From an optimization exercise on the open Yosys and OpenROAD flow, aimed at small area, a short achievable clock period and few clock cycles; shortcuts taken in it are not production practice. No functional check of the RTL was part of any run shown here. No activity file was given, so power comes from the tool's default toggle rates.

**flow/flow/run.sh**
```bash
#!/bin/bash
# The standard layout (standard.sh: the standard flow's synthesis and ORFS flow, with
# config.mk's settings), with one change: the port buffers that ORFS puts
# on every input and output are buf_2 cells instead of the cell buffer_ports
# picks by itself.
set -euo pipefail
export BUFFER_PORTS_ARGS="-buffer_cell sky130_fd_sc_hd__buf_2"
bash standard.sh > standard_flow.log 2>&1
```
**flow/standard.sh**
```bash
#!/bin/bash
# synth_recipe.tcl (not shown) runs the flow's synth.tcl, then flattens the netlist and writes it again
# the make line also repeats each setting of config.mk as NAME=value (left out here)
make -C /OpenROAD-flow-scripts/flow DESIGN_CONFIG=/design/flow/config.mk WORK_HOME=/design/flow/orfs CLKGATE_MAP_FILE= SYNTH_SCRIPT=/design/flow/synth_recipe.tcl "${@:-finish}"
```
**flow/config.mk**
```make
export PLATFORM = sky130hd
export DESIGN_NAME = pcap_stream_deframer_core
export DESIGN_NICKNAME = pcap_stream_deframer_core
export VERILOG_FILES = /design/flow/design.v
export SDC_FILE = /design/flow/constraint.sdc
export NUM_CORES = 4
export LEC_CHECK = 0
export CAP_MARGIN = 20
export CORE_MARGIN = 2
export CORE_UTILIZATION = 40
export CTS_CLUSTER_DIAMETER = 80
export CTS_CLUSTER_SIZE = 30
export SETUP_SLACK_MARGIN = 3.2
export SLEW_MARGIN = 20
export SYNTH_HIERARCHICAL = 1
export TNS_END_PERCENT = 100
```
**flow/constraint.sdc**
```tcl
create_clock -name core_clock -period 5.5 [get_ports {clk}]
set_input_delay 1.1000 -clock core_clock [delete_from_list [all_inputs] [get_ports {clk}]]
set_output_delay 1.1000 -clock core_clock [all_outputs]
set_load 0.01 [all_outputs]
```
**flow/design.v**
```verilog
package psdf_pkg;
    localparam int unsigned CAP_W             = 19;
    localparam int unsigned OUT_DEPTH_DEFAULT = 1;
    localparam logic [CAP_W-1:0] MAX_CAP_RESET = 19'd65535;
endpackage
module psdf_step
#(
    parameter int unsigned N = 1,    
    parameter int unsigned W = 1     
)
(
    input  logic         in_v,       
    input  logic         in_split,   
    input  logic         sk_v,       
    input  logic         rdy,        
    input  logic         o_v,        
    input  logic         res,        
    input  logic         s_tvalid,
    input  logic         m_tready,
    input  logic [N-1:0] cond,
    input  logic [W-1:0] st_q,       
    input  logic [W-1:0] st_n,       
    output logic         go,
    output logic [N-1:0] en,
    output logic         in_load,    
    output logic         in_en,      
    output logic         sk_load,    
    output logic         in_v_d,
    output logic         sk_v_d,
    output logic         rdy_d,
    output logic         o_v_d,
    output logic [W-1:0] st_d
);
    logic acc, pop;
    assign go      = in_v && (!o_v || m_tready);
    assign acc     = s_tvalid && rdy;
    assign pop     = go && !in_split;
    assign en      = cond & {N{go}};
    assign in_load = pop || (acc && !in_v);
    assign in_en   = go || (acc && !in_v);
    assign sk_load = acc && in_v && !pop;
    always_comb
    begin
        in_v_d = in_v;
        sk_v_d = sk_v;
        rdy_d  = rdy;
        if (pop)
        begin
            in_v_d = sk_v || acc;
            sk_v_d = 1'b0;
            rdy_d  = 1'b1;
        end
        else if (acc)
        begin
            if (in_v)
            begin
                sk_v_d = 1'b1;
                rdy_d  = 1'b0;
            end
            else
                in_v_d = 1'b1;
        end
        if (go)
            o_v_d = res;
        else if (m_tready)
            o_v_d = 1'b0;
        else
            o_v_d = o_v;
        st_d = go ? st_n : st_q;
    end
endmodule
module pcap_stream_deframer_core
#(
    parameter int unsigned OUT_DEPTH = psdf_pkg::OUT_DEPTH_DEFAULT
)
(
    input  logic             clk,
    input  logic             rst_n,
    input  logic             s_tvalid,
    output logic             s_tready,
    input  logic [7:0]       s_tdata,    
    input  logic             s_tuser,    
    input  logic             s_tlast,    
    output logic             m_tvalid,
    input  logic             m_tready,
    output logic [159:0]     m_tdata,
    output logic [2:0]       m_tuser,    
    output logic             m_tlast,    
    input  logic             cfg_valid,
    output logic             cfg_ready,
    input  logic [psdf_pkg::CAP_W-1:0] cfg_data    
);
    localparam logic [1:0] PH_FILE = 2'd0;
    localparam logic [1:0] PH_REC  = 2'd1;
    localparam logic [1:0] PH_DATA = 2'd2;
    localparam logic [1:0] PH_STOP = 2'd3;
    logic        in_v, sk_v, rdy;
    logic [7:0]  in_b, sk_b;
    logic        in_bv, sk_bv;
    logic        in_eos, sk_eos;
    logic        o_v;
    logic        o_pay;      
    logic        o_stat;     
    logic [3:0]  o_st;
    logic        o_lip;
    logic        o_loi;
    logic [1:0]  ph;
    logic [4:0]  idx;
    logic [1:0]  err;        
    logic        chk;        
    logic        nano;
    logic        gt;
    logic        hinz;
    logic        over_lim;   
    logic        rem_zero;   
    logic        rem_one;    
    logic [18:0] rem;
    logic [18:0] cl;
    logic [18:0] lim;
    logic [31:0] snap;
    logic [31:0] cnt;
    logic [95:0] sr;
    logic [7:0]  pb;
    logic go;
    logic [18:0] rem_dec;
    assign rem_dec = rem - 19'd1;
    logic cl_clr;
    logic [7:0] hd;
    function automatic logic [3:0] hdr_pos(input int k);
        hdr_pos = (k < 8) ? 4'(k) : 4'(k + 4);
    endfunction
    assign s_tready  = rdy;
    assign cfg_ready = 1'b1;
    assign m_tvalid  = o_v;
    assign cl_clr = ph != PH_REC || (!in_bv && in_eos)
                    || (in_bv && idx[3:0] == 4'd15 && (gt || over_lim));
    assign hd     = cl_clr ? 8'd0 : in_b;
    logic        fh_ok;
    logic [1:0]  fh_code;
    logic [1:0]  err_n;
    logic [1:0]  fh_fin;
    logic        rec_last;
    logic [3:0]  rec_st;
    logic        cap_byte;
    logic        res;
    logic        res_pay;
    logic        res_stat;
    logic [3:0]  res_st;
    logic        res_lip;
    logic        res_loi;
    logic [1:0]  ph_n;
    logic [4:0]  idx_n;
    logic        cnt_inc;
    logic        snap_en;
    logic        nano_n;
    always_comb
    begin
        case (idx)
            5'd0:    fh_ok = (in_b == 8'hd4) || (in_b == 8'h4d);
            5'd1:    fh_ok = in_b == (nano ? 8'h3c : 8'hc3);
            5'd2:    fh_ok = in_b == 8'hb2;
            5'd3:    fh_ok = in_b == 8'ha1;
            5'd4:    fh_ok = in_b == 8'h02;
            5'd5:    fh_ok = in_b == 8'h00;
            5'd6:    fh_ok = in_b == 8'h04;
            5'd7:    fh_ok = in_b == 8'h00;
            5'd20:   fh_ok = in_b == 8'h01;
            5'd21:   fh_ok = in_b == 8'h00;
            5'd22:   fh_ok = in_b == 8'h00;
            5'd23:   fh_ok = in_b[1:0] == 2'b00;
            default: fh_ok = 1'b1;
        endcase
        fh_code = idx[4] ? 2'd3 : ((idx[3] || (idx[2] && idx[1:0] != 2'd0)) ? 2'd2 : 2'd1);
        err_n   = (idx != 5'd0 && err == 2'd0 && chk) ? fh_code : err;
        fh_fin  = (err != 2'd0) ? err : ((chk || in_b[1:0] != 2'b00) ? 2'd3 : 2'd0);
        rec_st   = gt ? 4'd4 : (over_lim ? 4'd5 : 4'd0);
        rec_last = idx[3:0] == 4'd15;
        cap_byte = idx[3:2] == 2'b10;
        res      = 1'b0;
        res_pay  = 1'b0;
        res_stat = 1'b1;
        res_st   = 4'd0;
        res_lip  = 1'b0;
        res_loi  = 1'b1;
        ph_n     = ph;
        idx_n    = idx;
        cnt_inc  = 1'b0;
        snap_en  = 1'b0;
        nano_n   = nano;
        if (in_bv)
        begin
            case (ph)
                PH_FILE:
                begin
                    snap_en = idx[4:2] == 3'b100;
                    if (idx == 5'd0)
                        nano_n = in_b == 8'h4d;
                    if (idx == 5'd23)
                    begin
                        idx_n  = 5'd0;
                        nano_n = nano && err != 2'd1;
                        if (fh_fin != 2'd0)
                        begin
                            res    = 1'b1;
                            res_st = {2'b00, fh_fin};
                            ph_n   = PH_STOP;
                        end
                        else
                            ph_n = PH_REC;
                    end
                    else
                        idx_n = idx + 5'd1;
                end
                PH_REC:
                begin
                    snap_en = cap_byte;
                    if (rec_last)
                    begin
                        idx_n = 5'd0;
                        res   = 1'b1;
                        if (rec_st != 4'd0)
                        begin
                            res_st = rec_st;
                            ph_n   = PH_STOP;
                        end
                        else
                        begin
                            res_stat = 1'b0;
                            res_loi  = !in_eos;
                            if (rem_zero)
                            begin
                                res_lip = 1'b1;
                                cnt_inc = 1'b1;
                            end
                            else
                                ph_n = PH_DATA;
                        end
                    end
                    else
                        idx_n = idx + 5'd1;
                end
                PH_DATA:
                begin
                    res      = 1'b1;
                    res_pay  = 1'b1;
                    res_stat = 1'b0;
                    res_loi  = !in_eos;
                    if (rem_one)
                    begin
                        res_lip = 1'b1;
                        cnt_inc = 1'b1;
                        ph_n    = PH_REC;
                    end
                end
                default:
                begin
                end
            endcase
        end
        else if (in_eos && ph != PH_STOP)
        begin
            res  = 1'b1;
            ph_n = PH_STOP;
            case (ph)
                PH_FILE:
                begin
                    res_st = 4'd6;
                    nano_n = 1'b0;
                end
                PH_REC:  res_st = (idx != 5'd0) ? 4'd7 : 4'd9;
                default: res_st = 4'd8;
            endcase
        end
    end
    localparam int unsigned E_SR   = 0;     
    localparam int unsigned E_CL   = 12;    
    localparam int unsigned E_REM  = 15;    
    localparam int unsigned E_DEC  = 18;    
    localparam int unsigned E_SNAP = 19;
    localparam int unsigned E_CAP  = 20;    
    localparam int unsigned E_FH   = 21;    
    localparam int unsigned NE     = 22;
    localparam int unsigned W_ST   = 2 + 5 + 2 + 1 + 32;
    logic [NE-1:0]   cond, en;
    logic            rec_b, data_b;
    logic            in_load, in_en, sk_load;
    logic            in_v_d, sk_v_d, rdy_d, o_v_d;
    logic [W_ST-1:0] st_q, st_n, st_d;
    logic [1:0]      err_s;
    logic [31:0]     cnt_s;
    assign rec_b  = ph == PH_REC && in_bv;
    assign data_b = ph == PH_DATA && in_bv;
    assign err_s  = (ph == PH_FILE && in_bv) ? err_n : err;
    assign cnt_s  = cnt_inc ? cnt + 32'd1 : cnt;
    assign st_q   = {ph, idx, err, nano, cnt};
    assign st_n   = {ph_n, idx_n, err_s, nano_n, cnt_s};
    always_comb
    begin
        for (int k = 0; k < 12; k++)
            cond[E_SR + k] = cl_clr || (rec_b && idx[3:0] == hdr_pos(k));
        for (int k = 0; k < 3; k++)
        begin
            cond[E_CL + k]  = cl_clr || (rec_b && idx[3:0] == 4'(8 + k));
            cond[E_REM + k] = data_b || (rec_b && idx[3:0] == 4'(8 + k));
        end
        cond[E_DEC]  = data_b;
        cond[E_SNAP] = in_bv && snap_en;
        cond[E_CAP]  = rec_b && cap_byte;
        cond[E_FH]   = ph == PH_FILE && in_bv;
    end
    psdf_step #(
        .N (NE),
        .W (W_ST)
    ) u_step (
        .in_v     (in_v),
        .in_split (in_bv && in_eos),
        .sk_v     (sk_v),
        .rdy      (rdy),
        .o_v      (o_v),
        .res      (res),
        .s_tvalid (s_tvalid),
        .m_tready (m_tready),
        .cond     (cond),
        .st_q     (st_q),
        .st_n     (st_n),
        .go       (go),
        .en       (en),
        .in_load  (in_load),
        .in_en    (in_en),
        .sk_load  (sk_load),
        .in_v_d   (in_v_d),
        .sk_v_d   (sk_v_d),
        .rdy_d    (rdy_d),
        .o_v_d    (o_v_d),
        .st_d     (st_d)
    );
    always_ff @(posedge clk or negedge rst_n)
    begin
        if (!rst_n)
        begin
            in_v <= 1'b0;
            sk_v <= 1'b0;
            rdy  <= 1'b1;
            o_v  <= 1'b0;
            ph   <= PH_FILE;
            idx  <= 5'd0;
            err  <= 2'd0;
            nano <= 1'b0;
            cnt  <= 32'd0;
            lim  <= psdf_pkg::MAX_CAP_RESET;
        end
        else
        begin
            in_v <= in_v_d;
            sk_v <= sk_v_d;
            rdy  <= rdy_d;
            o_v  <= o_v_d;
            {ph, idx, err, nano, cnt} <= st_d;
            if (cfg_valid)
                lim <= cfg_data;
        end
    end
    always_ff @(posedge clk)
    begin
        if (in_load)
        begin
            in_b   <= sk_v ? sk_b   : s_tdata;
            in_eos <= sk_v ? sk_eos : s_tlast;
        end
        if (in_en)
            in_bv <= (in_v && in_bv && in_eos) ? 1'b0 : (sk_v ? sk_bv : s_tuser);
        if (sk_load)
        begin
            sk_b   <= s_tdata;
            sk_bv  <= s_tuser;
            sk_eos <= s_tlast;
        end
        if (go)
        begin
            o_pay  <= res_pay;
            o_stat <= res_stat;
            o_st   <= res_st;
            o_lip  <= res_lip;
            o_loi  <= res_loi;
            pb     <= data_b ? in_b : 8'd0;
        end
        for (int k = 0; k < 12; k++)
            if (en[E_SR + k])
                sr[8*k +: 8] <= hd;
        if (en[E_CL])
            cl[7:0]   <= hd;
        if (en[E_CL + 1])
            cl[15:8]  <= hd;
        if (en[E_CL + 2])
            cl[18:16] <= hd[2:0];
        if (en[E_SNAP])
            snap <= {(ph == PH_FILE) ? in_b : snap[7:0], snap[31:8]};
        if (en[E_CAP])
        begin
            gt   <= (in_b > snap[7:0]) || (in_b == snap[7:0] && gt && idx[1:0] != 2'd0);
            hinz <= (idx[1:0] == 2'd2) ? (in_b[7:3] != 5'd0)
                                       : (hinz || (idx[1:0] == 2'd3 && in_b != 8'd0));
        end
        if (en[E_REM])
            rem[7:0]   <= (ph == PH_DATA) ? rem_dec[7:0]   : in_b;
        if (en[E_REM + 1])
            rem[15:8]  <= (ph == PH_DATA) ? rem_dec[15:8]  : in_b;
        if (en[E_REM + 2])
            rem[18:16] <= (ph == PH_DATA) ? rem_dec[18:16] : in_b[2:0];
        if (en[E_FH])
            chk <= !fh_ok;
        rem_one <= en[E_DEC] ? (rem == 19'd2) : (rem == 19'd1);
        over_lim <= hinz || (rem > lim);
        rem_zero <= rem == 19'd0;
    end
    assign m_tdata = {cnt, o_st, cl, sr[95:64], nano, sr[63:32], sr[31:0], pb};
    assign m_tuser = {o_loi, o_stat, o_pay};
    assign m_tlast = o_lip;
endmodule
```
==> results of run 1 <==
-- timing repair --
action	in CTS	in global routing
pin swaps	16	13
gates cloned	3	0
endpoints found under the hold margin	0	0
endpoints found under the setup margin	312	206
gates resized for setup	68	46
setup buffers	28	25
-- cells by family after synthesis --
group           count (synthesis)
simple gates                  310
buf+inv                        95
xor+xnor                       51
other cells                     1
compound gates                139
fa+ha+maj                      41
mux                            58
flops                         273
-- sequential cells by signal, indices dropped and copies added, names as in the netlist, 2 cells and up --
name and count:
idx 5, err 2, o_st 4, snap 32
in_b 8, rem 19, sr 96, ph 2
cl 19, lim 19, sk_b 8, cnt 32
pb 8
-- layout make-up --
class | instances | area, um2
fillers | 2741 | 15400
flip-flops and latches | 273 | 7880
multi-input cells | 602 | 4560
repair buffers | 259 | 1510
well taps | 396 | 495
clock buffers | 16 | 379
inverters | 48 | 194
clock inverters | 8 | 130
-- power by group --
part / total [mW] / leakage (nW) / internal, mW / switching, mW
registers: 2.21 / 3.01 / 2.21 / 0.00317
clock network: 1.33 / 0.248 / 0.595 / 0.730
logic: 0.0700 / 3.61 / 0.0289 / 0.0411
-- metal layers --
layer	vias up	share of wire (%)	GRT usage (%)
met5	-	0	0
met4	0	1.3	2.81
met3	26	6.4	2.32
met2	314	46	27.9
met1	4046	46	26.4
li1	3940	-	-
-- critical path: cells and delay by family (launching register included) --
kind | cells | cell delay, ps
adder cells (fa/ha/maj) | 1 | 150
AO/OA/AOI/OAI | 1 | 400
buffers and inverters | 2 | 250
AND/OR/NAND/NOR | 4 | 680
flip-flops | 1 | 450
XOR/XNOR | 1 | 130
multiplexers | 1 | 260
-- per-stage QoR --
step                      hold slack (ps)  area [um2]  utilization (%)
after floorplan                       400       12500                -
after global placement                401       13800             45.1
after detailed placement              405       13800             45.1
after CTS                             424       14800             48.4
after global routing                  419       15200             49.5
final                                 426       15200             49.5
-- synth_stat cells, types with 4 or more instances --
library cell | instances | share of area, %
clkbuf_1 | 33 | 1.0
or4_1 | 4 | 0.24
nor3b_1 | 5 | 0.30
a211oi_1 | 4 | 0.24
nand2_1 | 106 | 3.2
ha_1 | 41 | 4.1
mux2_2 | 17 | 1.5
or3_1 | 6 | 0.30
xor2_1 | 13 | 0.92
o21ai_0 | 52 | 2.1
nor2_1 | 64 | 1.9
a21o_1 | 9 | 0.54
nor4_1 | 4 | 0.20
dfrtp_1 | 48 | 9.7
mux2_4 | 38 | 4.6
a21oi_1 | 45 | 1.8
and2_1 | 6 | 0.30
nand2b_1 | 6 | 0.30
nor2b_1 | 8 | 0.40
and3_1 | 32 | 1.6
dfstp_2 | 17 | 3.6
edfxtp_1 | 205 | 50
inv_1 | 47 | 1.4
nand4_1 | 15 | 0.75
xnor2_1 | 38 | 2.7
buf_4 | 8 | 0.48
buf_6 | 5 | 0.45
nor3_1 | 18 | 0.72
nand3_1 | 20 | 0.81
-- final timing paths --
path | slack, ps | from | to
min in group asynchronous | 780 | rst_n | cnt[23]$_DFF_PN0_
hold reg to reg | 430 | snap[27]$_DFFE_PP_ | snap[19]$_DFFE_PP_
hold / removal | 430 | snap[27]$_DFFE_PP_ | snap[19]$_DFFE_PP_
setup / recovery | 3060 | ph[1]$_DFF_PN0_ | cnt[25]$_DFF_PN0_
setup reg to reg | 3060 | ph[1]$_DFF_PN0_ | cnt[25]$_DFF_PN0_
max in group asynchronous | 4100 | rst_n | idx[3]$_DFF_PN0_
==> results.tsv, run 1 <==
stage	metric	value	unit
global_route	grt_pass1_vias	7796	
layout	final_cell_mix	edfxtp_1 (205), buf_2 (198), nand2_1 (102)	
global_route	grt_usage	17.6	%
route	dr.first_iter.drc_count	609	
sta	fmax	0.409	GHz
clocking	cts_buffer_depth	3	
clocking	cts_tree	yes	
sta	period_share	44.4	%
layout	drive_above_1_share	37.9	%
placement	port_buffers	199	
yosys	synth_warnings	8	
floorplanning	core.rowCount	64	
clocking	cts.clk_slew.worst_paths	110	ps
power_and_ir_drop	p_leak	6.87	nW
sta	setup_tns	0	ps
sta	clock_skew	23.2	ps
critical_path	cpMaxStageDelayCell	dfrtp_2	
clocking	cts_buffers	15	
placement	place_inst	1522	
yosys	synth_xor_area_share	3.59	%
sta	worstMarginPinSlew	856	ps
sta	hold_viol_final	0	
yosys	synthCells	968	
yosys	synth.avg_cell_area	12.8	um2
sta	maxSlewHeadroom	43.0	%
yosys	ys_ff_latch	273	
global_route	grt_pass1_wl	45900	um
yosys	synthSimpleGateAreaFrac	12.4	%
yosys	synth_edf_count	205	
layout	final_common_cell	edfxtp_1	
power_and_ir_drop	ir_drop	0.182	mV
layout	synthToLayoutAreaGrowth	21.9	%
yosys	synthAdderAreaFrac	4.13	%
route	wl_per_cell	18.4	um
floorplanning	die-area	0.0325	mm2
yosys	synth_cell_types	68	
clocking	cts-htree-levels	1	
clocking	root_buffer	clkbuf_16	
route	first_pass_iters	6	
placement	gp_congestion	0.834	
route	final_antenna_net_count	0	
global_route	antenna_found_initial	0	
worst_hold_path	hold_path.class	reg -> reg	
power_and_ir_drop	power	3.61	mW
layout	finalNetCount	1274	
critical_path	slowest_delay	450	ps
clocking	clk_latency	510	ps
floorplanning	io_pins	201	
route	drc	0	
floorplanning	die_x	180	um
route	wl	29500	um
layout	diodes	0	
power_and_ir_drop	p_per_area	238	mW/mm2
placement	hpwl	19400	um
yosys	synth_top_family_by_area	simple AND/OR/NAND/NOR gates	
floorplanning	core	0.0306	mm2
route	dr_total_vias	8326	
critical_path	required	5890	ps
critical_path	cp.arrival	2830	ps
sta	setup_viol	0	
critical_path	critPathCaptureType	flop	
yosys	async_flop_share	23.8	%
sta	rsz0062_at_grt	yes	
critical_path	cp-start-kind	flop	
yosys	yosys-mux-area-fraction	6.37	%
yosys	dominantRegCellSynth	edfxtp_1	
yosys	synth_compound_area_share	6.82	%
yosys	syn-num-nets	1043	
critical_path	reg2reg_depth	10	
layout	finalNonFillerCells	1602	
route	vias_per_cell	5.20	
global_route	overflow	0	
clocking	cts_hold_buf	0	
critical_path	cp_cell_sequence	inv_4 -> ha_4 -> nand2_4 -> o41ai_4 -> nor4bb_4 -> buf_4 -> and3b_2 -> nand3_2 -> xnor2_1 -> mux2_4	
critical_path	criticalPathCategory	reg -> reg	
floorplanning	die_y	180	um
placement	place_ws	2360	ps
flow_run	drv_cap	0	
clocking	clock-sinks	273	
critical_path	cp_max_fo	4	
worst_hold_path	hold_depth	0	
global_route	grt_max_degree	66	
yosys	synth-seq-area-share	63.3	%
sta	fin_ws	3060	ps
status	status	complete, no violations	
sta	drv_slew	0	
yosys	synth_area	0.0124	mm2
floorplanning	start_util	40.6	%
sta	fin_crit	2440	ps
==> run 2, diff against run 1 <==
--- a/flow/config.mk
+++ b/flow/config.mk
@@ -14,3 +14,2 @@
 export SLEW_MARGIN = 20
-export SYNTH_HIERARCHICAL = 1
 export TNS_END_PERCENT = 100
==> run 2 against run 1 <==
Still clean. Sequential power is essentially flat. Sequential cell count is the same. Critical path depth shrank 2. First-iteration DRC count grew 7.6%. Synthesized cell count shrank 8.5%. Maximum frequency grew 5.7%. Die area shrank 6.5%. Routed wire length shrank 7.0%. Setup slack gained 130 ps. Critical endpoint is now chk$_DFFE_PP_. Largest cell class unchanged. Largest power group unchanged.
==> results.tsv, run 2 <==
stage	metric	value	unit	change
layout	largest_register_ff_count	96		unchanged
global_route	overflow	0		unchanged
layout	regArea	0.00787	mm2	-0.14%
layout	fill_cells	2528		-7.8%
yosys	synth_cell_types	62		-8.8%
sta	fmax	0.433	GHz	+5.7%
critical_path	path_buf_inv	1		-1
global_route	grt_pass1_vias	7295		-6.4%
route	first_pass_iters	5		-1
yosys	synth_top_cells_by_count	edfxtp_1 (205), nand2_1 (97), nor2_1 (53)		
sta	worstMarginPinSlew	861	ps	+5.40 ps
global_route	grt_pass1_wl	41500	um	-9.6%
sta	timing.hold.ws	425	ps	-0.666 ps
route	wl_per_cell	18.3	um	-0.64%
critical_path	slowest_delay	440	ps	about the same
floorplanning	start_util	40.5	%	-0.11 points
yosys	yosysTopAreaCellShare	53.1	%	+3.5 points
critical_path	cp_max_fo	7		+3
power_and_ir_drop	ir_drop	0.203	mV	+12%
layout	finalNetCount	1185		-7.0%
yosys	synth.avg_cell_area	13.1	um2	+2.0%
status	status	complete, no violations		
layout	top_register	sr		
layout	drive_above_1_share	32.9	%	-5.0 points
sta	fin_crit	2310	ps	-131 ps
clocking	cts-htree-levels	1		unchanged
flow_run	drv_cap	0		unchanged
route	wl	27400	um	-7.0%
sta	setup_viol	0		unchanged
floorplanning	die_x	174	um	-3.3%
placement	port_buffers	199		unchanged
power_and_ir_drop	p_per_area	250	mW/mm2	+5.1%
clocking	clock-sinks	273		unchanged
layout	diodes	0		unchanged
route	dr_total_vias	7628		-8.4%
clocking	clk_latency	510	ps	about the same
route	final_antenna_net_count	0		unchanged
sta	drv_slew	0		unchanged
clocking	cts_buffers	15		unchanged
layout	multiInputGateArea	0.00371	mm2	-19%
clocking	cts_buffer_depth	3		unchanged
sta	period_share	42.0	%	-2.4 points
sta	clock_skew	33.6	ps	+10.4 ps
global_route	grt_usage	17.4	%	-0.21 points
critical_path	required	5730	ps	-160 ps
route	vias_per_cell	5.09		-2.2%
floorplanning	io_pins	201		unchanged
yosys	dominantRegCellSynth	edfxtp_1		
layout	reg_top3	sr x96, cnt x32, snap x32		
critical_path	path_delay_family	compound AO/OA/AOI/OAI gates		
yosys	synthCells	886		-8.5%
yosys	synth_edf_count	205		unchanged
floorplanning	die-area	0.0304	mm2	-6.5%
worst_hold_path	hold_path.class	reg -> reg		
layout	final_cell_mix	edfxtp_1 (205), buf_2 (199), nand2_1 (86)		
route	drc	0		unchanged
placement	hpwl	18000	um	-7.4%
sta	rsz0062_at_grt	yes		
floorplanning	core.rowCount	62		-3.1%
floorplanning	core	0.0286	mm2	-6.4%
critical_path	cp_cell_sequence	inv_2 -> ha_4 -> nor4b_4 -> and2_4 -> o21ai_0 -> a2111oi_2 -> o221a_2 -> a31oi_1		
route	dr.first_iter.drc_count	655		+7.6%
floorplanning	die_y	174	um	-3.3%
power_and_ir_drop	p_leak	6.23	nW	-9.3%
yosys	async_flop_share	23.8	%	unchanged
global_route	antenna_found_initial	0		unchanged
yosys	synth_area	0.0116	mm2	-6.7%
critical_path	cp.arrival	2540	ps	-290 ps
layout	synthToLayoutAreaGrowth	21.3	%	
yosys	synth_warnings	2		-6
sta	maxSlewHeadroom	42.6	%	-0.36 points
yosys	ys_ff_latch	273		unchanged
clocking	cts_hold_buf	0		unchanged
sta	setup_tns	0	ps	unchanged
yosys	synth_area_leaders	edfxtp_1 (53%), dfrtp_1 (10%), ha_1 (4.5%)		
critical_path	criticalPathCategory	reg -> reg		
placement	gp_congestion	0.858		+2.9%
layout	final_common_cell	edfxtp_1		
clocking	cts.clk_slew.worst_paths	110	ps	about the same
global_route	grt_max_degree	66		unchanged
sta	hold_viol_final	0		unchanged
yosys	synth-seq-area-share	67.8	%	+4.5 points
critical_path	cp-start-kind	flop		
clocking	cts_tree	yes		
yosys	yosysMostFrequentCell	edfxtp_1		
critical_path	cpMaxStageDelayCell	dfrtp_1		
critical_path	critPathCaptureType	flop		
yosys	post-synth-top-area-cell	edfxtp_1		
yosys	syn-num-nets	962		-7.8%
clocking	root_buffer	clkbuf_16		
## run 2: changes by cell type after synthesis, moves of 8 or more
cell,previous run,this run
clkbuf_1,33,23
nor2_1,64,53
nand3_1,20,28
mux2_4,38,0
and3_1,32,11
nand2_1,106,97
## run 2: stage by stage
step	instance area, um2	power (mW)	setup slack, ps	cells	utilization (%)
finish	14100	3.52	3190	1500	49.1
global placement	13000	2.32	2400	1440	45.5
global route	14100	3.64	3080	1500	49.1
CTS	13800	3.57	3040	1483	48.2
detailed placement	13000	2.33	2380	1440	45.5
floorplan	11700	2.29	2790	886	-
## run 2: power by group
group          total [mW]  switching [mW]  leakage, nW  internal [mW]
Sequential           2.21         0.00345         3.00           2.21
Clock                1.24           0.701        0.234          0.541
Combinational      0.0664          0.0400         2.99         0.0264
## run 2: worst reg2reg max path, stage by stage (launching register included)
cell	delay (ps)
dfrtp_1	440
inv_2	140
ha_4	200
nor4b_4	250
and2_4	190
o21ai_0	120
a2111oi_2	360
o221a_2	240
a31oi_1	90
## run 2: kinds of logic after synthesis
kind of cell / count (synthesis) / synth area share, %
AND/OR/NAND/NOR: 281 / 12.0
adder cells (fa/ha/maj): 42 / 4.53
XOR/XNOR: 49 / 3.70
multiplexers: 20 / 1.89
flip-flops: 273 / 67.8
AO/OA/AOI/OAI: 137 / 7.18
buffers and inverters: 83 / 2.87
other: 1 / 0.0323
## run 2: metal layers
layer | GRT usage, % | share of wire, % | up-vias | routed length, um
met1 | 24.7 | 44 | 3665 | 12100
met4 | 5.32 | 2.5 | 0 | 675
li1 | - | - | 3641 | -
met5 | 0 | 0 | - | 0
met2 | 27.4 | 47 | 282 | 12800
met3 | 3.15 | 6.8 | 40 | 1870
## run 2: layout make-up
cell class              count  share of cell area (%)
flip-flops and latches    273                    56.0
clock inverters             8                   0.712
repair buffers            237                    9.37
inverters                  51                    1.45
clock buffers              16                    2.70
well taps                 384                    3.42
multi-input cells         531                    26.4
## run 2: final timing paths
kind	start	end	slack, ps	cells past startpoint
setup / recovery	idx[0]$_DFFE_PN0P_	chk$_DFFE_PP_	3190	8
hold / removal	snap[11]$_DFFE_PP_	snap[3]$_DFFE_PP_	420	0
setup reg to reg	idx[0]$_DFFE_PN0P_	chk$_DFFE_PP_	3190	8
hold reg to reg	snap[11]$_DFFE_PP_	snap[3]$_DFFE_PP_	420	0
max in group asynchronous	rst_n	idx[1]$_DFFE_PN0P_	4100	2
min in group asynchronous	rst_n	cnt[12]$_DFFE_PN0P_	780	2
## run 2: timing repair
item                                    4_1_cts  5_1_grt
setup buffers                                18       17
pin swaps                                     9        8
gates cloned                                  1        0
gates resized for setup                      30       39
endpoints found under the setup margin      317      194

==> re-timing with driven ports <==
How much do the figures lean on ideal ports? The routed layouts below were timed once more, with nothing changed but the port constraints.
Step 1, drivers: a clkbuf_16 drives clk and a buf_2 each remaining input, both assumed.
Step 2, shift: input delay + t, output delay - t, t = (earliest + latest rising clock arrival at the registers) / 2. This alone moves slack from input paths to output paths.
a / b / c = ideal / step 1 / step 2; a / b = the first two.
run	t, ns	setup WS [ns]	worst setup path after step 2	cell pins on the clock port's net
run 1	0.546	3.058 / 3.058 / 2.868	input to register	1
run 2	0.542	3.189 / 3.180 / 2.677	input to register	1
After both steps setup and hold are still met in every run listed. The setup slack of run 2, which loses most, moves by -0.009 ns with the drivers and by -0.512 ns with both steps.
